From an optimization exercise on the open Yosys and OpenROAD flow, aimed at a short achievable clock period and few clock cycles; shortcuts taken in it are not production practice. Where RTL was checked, it was by simulation tests only, not by an equivalence proof against the original. Power is estimated from default activity; no workload was simulated.

==> run a: inputs <==
// pipeCpu
module pipeCpu (
    input  logic        clk,
    input  logic        rstN,
    output logic [31:0] pc,
    input  logic [31:0] inst,
    output logic [31:0] dataAddress,
    output logic [31:0] writeMemData,
    output logic        memRead,
    output logic        memWrite,
    input  logic [31:0] readMemData
);
==> flow/config.mk <==
export PLATFORM = sky130hd
export DESIGN_NAME = pipeCpu
export DESIGN_NICKNAME = pipeCpu
export VERILOG_FILES = /design/flow/design.v
export SDC_FILE = /design/flow/constraint.sdc
export NUM_CORES = 4
export LEC_CHECK = 0
export ABC_CLOCK_PERIOD_IN_PS = 2500
export CAP_MARGIN = 20
export CORE_MARGIN = 2
export CORE_UTILIZATION = 55
export PLACE_DENSITY = 0.7
export SETUP_SLACK_MARGIN = 4.2
export SLEW_MARGIN = 20
export TNS_END_PERCENT = 100
==> flow/constraint.sdc <==
create_clock -name core_clock -period 7.0 [get_ports {clk}]
set_input_delay 1.4000 -clock core_clock [delete_from_list [all_inputs] [get_ports {clk}]]
set_output_delay 1.4000 -clock core_clock [all_outputs]
set_load 0.01 [all_outputs]
run.sh (not shown) runs the stock make flow with config.mk's settings and CLKGATE_MAP_FILE= SYNTH_SCRIPT=/design/flow/synth_recipe.tcl, a recipe that flattens the netlist after the stock synthesis.
==> inputs of run b, as changes to run a <==
--- a/flow/design.v
+++ b/flow/design.v
@@ -89,46 +89,46 @@
     output logic        memWrite,
     input  logic [31:0] readMemData
 );
     localparam bit PRED_FWD_BNE = 1'b1;
     logic        validD;
     logic [31:0] instD;
     logic        predD;
     logic [31:0] pcPlus4D;
-    logic [4:0]  srcAD;
-    logic [4:0]  srcTD;
-    logic [4:0]  srcBD;
     logic        regWriteE;
     logic        memReadE;
     logic        memWriteE;
     logic        isBrE;
     logic        flipE;
+    logic [3:0]  eqSelE;
     logic [4:0]  writeRegE;
     logic [31:0] aE;
     logic [31:0] bE;
     logic [31:0] tE;
     logic        subE;
     logic        andE;
     logic        orE;
     logic        sltE;
+    logic        fwdMemAE;
+    logic        fwdMemBE;
+    logic        fwdMemTE;
     logic        addE;
     logic [31:0] altPcE;
     logic        regWriteM;
     logic        memReadM;
     logic        memWriteM;
     logic [4:0]  writeRegM;
     logic [31:0] aluM;
     logic [31:0] storeM;
     logic        regWriteW;
     logic [4:0]  writeRegW;
     logic [31:0] wbData;
     logic        redirect;
     logic        stall;
-    logic [31:0] aluOut;
     logic [31:0] pcPlus4F;
     logic        pcIncCo;
     logic [5:0]  opF;
     logic        isJF;
     logic        isBrF;
     logic        predF;
     logic [31:0] jTargetF;
     logic        shortF;
@@ -181,33 +181,16 @@
     always_comb begin
         case ({brLoCo, inst[6]})
             2'b10:   brHiF = hiP1F;
             2'b01:   brHiF = hiM1F;
             default: brHiF = pc[31:9];
         endcase
     end
     assign brTargetF = {brHiF, brLoF, 2'b00};
-    logic        rtypeF;
-    logic        usesRsF;
-    logic        usesRtF;
-    logic        rtAsBF;
-    logic [4:0]  srcAF;
-    logic [4:0]  srcTF;
-    logic [4:0]  srcBF;
-    assign rtypeF  = (opF == OP_RTYPE)
-                     && (inst[5:0] == FN_ADDU || inst[5:0] == FN_SUBU || inst[5:0] == FN_AND
-                         || inst[5:0] == FN_OR || inst[5:0] == FN_SLT);
-    assign usesRsF = rtypeF || isBrF || opF == OP_ADDIU || opF == OP_ORI
-                     || opF == OP_LW || opF == OP_SW;
-    assign rtAsBF  = rtypeF || isBrF;
-    assign usesRtF = rtAsBF || opF == OP_SW;
-    assign srcAF   = usesRsF ? inst[25:21] : 5'd0;
-    assign srcTF   = usesRtF ? inst[20:16] : 5'd0;
-    assign srcBF   = rtAsBF ? inst[20:16] : 5'd0;
     assign fetchNext = isJF ? jTargetF : predF ? brTargetF : pcPlus4F;
     always_ff @(posedge clk or negedge rstN) begin
         if (!rstN) begin
             pc <= 32'd0;
         end else if (redirect) begin
             pc <= altPcE;
         end else if (!stall) begin
             pc <= fetchNext;
@@ -222,26 +205,25 @@
             validD <= 1'b1;
         end
     end
     always_ff @(posedge clk) begin
         if (!stall) begin
             instD    <= inst;
             predD    <= predF;
             pcPlus4D <= pcPlus4F;
-            srcAD    <= srcAF;
-            srcTD    <= srcTF;
-            srcBD    <= srcBF;
         end
     end
     logic [5:0]  opD;
     logic [5:0]  fnD;
     logic [4:0]  rsD;
     logic [4:0]  rtD;
     logic        known;
+    logic        usesRs;
+    logic        usesRt;
     logic        useImm;
     logic        writes;
     logic        writeRd;
     logic        memReadD;
     logic        memWriteD;
     logic        isBrD;
     logic        subD;
     logic        andD;
@@ -261,29 +243,32 @@
     logic [29:0] brTargetD;
     logic        brTargetCo;
     assign opD = instD[31:26];
     assign fnD = instD[5:0];
     assign rsD = instD[25:21];
     assign rtD = instD[20:16];
     always_comb begin
         known     = 1'b1;
+        usesRs    = 1'b1;
+        usesRt    = 1'b0;
         useImm    = 1'b0;
         writes    = 1'b0;
         writeRd   = 1'b0;
         memReadD  = 1'b0;
         memWriteD = 1'b0;
         isBrD     = 1'b0;
         subD      = 1'b0;
         andD      = 1'b0;
         orD       = 1'b0;
         sltD      = 1'b0;
         immD      = {{16{instD[15]}}, instD[15:0]};
         case (opD)
             OP_RTYPE: begin
+                usesRt  = 1'b1;
                 writes  = 1'b1;
                 writeRd = 1'b1;
                 case (fnD)
                     FN_ADDU: ;
                     FN_SUBU: subD = 1'b1;
                     FN_AND:  andD = 1'b1;
                     FN_OR:   orD  = 1'b1;
                     FN_SLT: begin
@@ -299,51 +284,56 @@
             end
             OP_ORI: begin
                 useImm = 1'b1;
                 writes = 1'b1;
                 orD    = 1'b1;
                 immD   = {16'd0, instD[15:0]};
             end
             OP_LUI: begin
+                usesRs = 1'b0;
                 useImm = 1'b1;
                 writes = 1'b1;
                 immD   = {instD[15:0], 16'd0};
             end
             OP_LW: begin
                 useImm   = 1'b1;
                 writes   = 1'b1;
                 memReadD = 1'b1;
             end
             OP_SW: begin
+                usesRt    = 1'b1;
                 useImm    = 1'b1;
                 memWriteD = 1'b1;
             end
             OP_BEQ, OP_BNE: begin
+                usesRt = 1'b1;
                 isBrD  = 1'b1;
             end
             default: known = 1'b0;
         endcase
         if (!validD || !known) begin
+            usesRs    = 1'b0;
+            usesRt    = 1'b0;
             writes    = 1'b0;
             memReadD  = 1'b0;
             memWriteD = 1'b0;
             isBrD     = 1'b0;
         end
     end
     ksAdd #(.W(30)) u_brFull (
         .a    (pcPlus4D[31:2]),
         .b    ({{14{instD[15]}}, instD[15:0]}),
         .cin  (1'b0),
         .sum  (brTargetD),
         .cout (brTargetCo)
     );
-    assign srcA      = validD ? srcAD : 5'd0;
-    assign srcT      = validD ? srcTD : 5'd0;
-    assign srcB      = validD ? srcBD : 5'd0;
+    assign srcA      = usesRs ? rsD : 5'd0;
+    assign srcT      = usesRt ? rtD : 5'd0;
+    assign srcB      = useImm ? 5'd0 : srcT;
     assign writeRegD = writeRd ? instD[15:11] : rtD;
     assign regWriteD = writes && (writeRegD != 5'd0);
     registerFile u_registerFile (
         .clk       (clk),
         .readReg1  (rsD),
         .readReg2  (rtD),
         .writeReg  (writeRegW),
         .writeData (wbData),
@@ -376,49 +366,61 @@
         end
     end
     logic fMemA, fMemB, fMemT;
     assign fMemA = (srcA != 5'd0) && regWriteE && (writeRegE == srcA);
     assign fMemB = (srcB != 5'd0) && regWriteE && (writeRegE == srcB);
     assign fMemT = (srcT != 5'd0) && regWriteE && (writeRegE == srcT);
     always_ff @(posedge clk) begin
         flipE     <= opD[0] ^ predD;
+        eqSelE[0] <= fMemA && fMemT;
+        eqSelE[1] <= fMemA && !fMemT;
+        eqSelE[2] <= !fMemA && fMemT;
+        eqSelE[3] <= !fMemA && !fMemT;
         writeRegE <= writeRegD;
-        aE        <= fMemA ? aluOut : (opD == OP_LUI) ? 32'd0 : rsValD;
-        bE        <= fMemB ? (aluOut ^ {32{subD}})
-                     : useImm ? immD : (rtValD ^ {32{subD}});
-        tE        <= fMemT ? aluOut : rtValD;
+        aE        <= (opD == OP_LUI) ? 32'd0 : rsValD;
+        bE        <= useImm ? immD : (rtValD ^ {32{subD}});
+        tE        <= rtValD;
         subE      <= subD;
         andE      <= andD;
         orE       <= orD;
         sltE      <= sltD;
+        fwdMemAE  <= fMemA;
+        fwdMemBE  <= fMemB;
+        fwdMemTE  <= fMemT;
         addE      <= !andD && !orD && !sltD;
         altPcE    <= predD ? pcPlus4D : {brTargetD, 2'b00};
     end
     logic [31:0] aV;
     logic [31:0] bV;
     logic [31:0] tV;
     logic [31:0] sum;
     logic        sumCo;
     logic        lt;
+    logic [31:0] aluOut;
     logic        taken;
-    assign aV = aE;
-    assign bV = bE;
-    assign tV = tE;
+    assign aV = fwdMemAE ? aluM : aE;
+    assign bV = fwdMemBE ? (aluM ^ {32{subE}}) : bE;
+    assign tV = fwdMemTE ? aluM : tE;
     ksAdd #(.W(32)) u_alu (
         .a    (aV),
         .b    (bV),
         .cin  (subE),
         .sum  (sum),
         .cout (sumCo)
     );
     assign lt = (aV[31] == bV[31]) ? aV[31] : sum[31];
     assign aluOut = ({32{andE}} & (aV & bV)) | ({32{orE}} & (aV | bV))
                     | ({32{addE}} & sum) | {31'd0, sltE & lt};
-    assign taken    = (aV == tV);
+    logic [3:0] eqPair;
+    assign eqPair[0] = 1'b1;
+    assign eqPair[1] = (aluM == tE);
+    assign eqPair[2] = (aE == aluM);
+    assign eqPair[3] = (aE == tE);
+    assign taken    = |(eqSelE & eqPair);
     assign redirect = isBrE && (taken != flipE);
     always_ff @(posedge clk or negedge rstN) begin
         if (!rstN) begin
             regWriteM <= 1'b0;
             memReadM  <= 1'b0;
             memWriteM <= 1'b0;
         end else begin
             regWriteM <= regWriteE;
- CORE_UTILIZATION: 55 -> 40
- PLACE_DENSITY: 0.7 -> 0.6
- SETUP_SLACK_MARGIN: 4.2 -> 3.8
==> summary of the runs <==
In sequential power, run a and run b hardly differ. Between run b and run a, the lower first-iteration DRC count is in run b (gap about 27%, measured against run a). Between run b and run a, the lower hold slack is in run a (gap 0.024 ns). Against run b, the die area of run a is lower by about 27%. In run b the core utilization is lower than in run a, by 22 points. In run b the final cell count is higher than in run a, by about 5%. In run b the clock skew is lower than in run a, by 0.0044 ns. Between run b and run a, the lower synthesized cell count is in run a (gap about 1.1%, measured against run a). Run a passed the timing, DRC and antenna checks. Run b finished clean. Of run a and run b, run a has the higher setup slack (gap 0.25 ns).
==> figures <==
	run a	run b
Outcome	finished clean	finished clean
Multi-input gate count	2708	2745
Total of cells resized after clock tree synthesis	1009	379
Count of clock buffers in the final design	186	194
Number of detailed-route iterations in the first pass	8	10
Post-route fraction of the period consumed by the critical path	45.98%	49.58%
DRT met1 WL	82150 um	88570 um
Least-Margin Pin Slew	1.192 ns	1.155 ns
Power per Cell Area	295.9 mW/mm^2	298.1 mW/mm^2
Data-path buffer share of cell area in the final layout	10.40%	6.750%
Comb pwr	5.98 mW	4.83 mW
Met3 Resource Use GR	7.612%	4.150%
Worst hold slack across all endpoints	0.3600 ns	0.3838 ns
Fraction of the mapped netlist area in compound gates	8.633%	7.468%
CP Launch Type	input pin	flip-flop
Levels on crit path	12	15
Net total in the final layout	5297	5060
HPWL reported at the end of detailed placement	124600 um	131000 um
Total Die Area	0.1246 mm^2	0.1718 mm^2
Testbench counts of run a, summed over its fixed seeds: cycles 14,105.
Function not checked in run b: the RTL went through the layout flow alone.

-- what the ideal ports hide --
In the flow no input, the clock included, has a driving cell. The finished layouts below were timed again as built, in two steps.
Step 1 assumes that a clkbuf_16 drives the clock port and a buf_2 every other input.
Step 2 adds t to the input delays and takes it off the output delays; t is the mean of the earliest and latest rising clock arrival at the registers after step 1. Input paths then give back, and output paths get back, about the clock's delay inside the block.
Slacks: no drivers / after step 1 / after step 2; pairs: no drivers / after step 1.
run | shift t [ns] | slack for setup (ns) | hold WS [ns] | clock arrival spread, ns | pins driven straight from the clock port
run a | 0.843 | 3.782 / 3.806 / 2.963 | 0.360 / 0.360 / 0.360 | 0.038 / 0.038 | 1
run b | 0.881 | 3.530 / 3.530 / 2.901 | 0.384 / 0.384 / 0.384 | 0.041 / 0.041 | 1
After both steps setup and hold are still met in every run listed. For run a, which loses most, drivers alone change the setup slack by +0.024 ns; drivers and shift together by -0.819 ns.
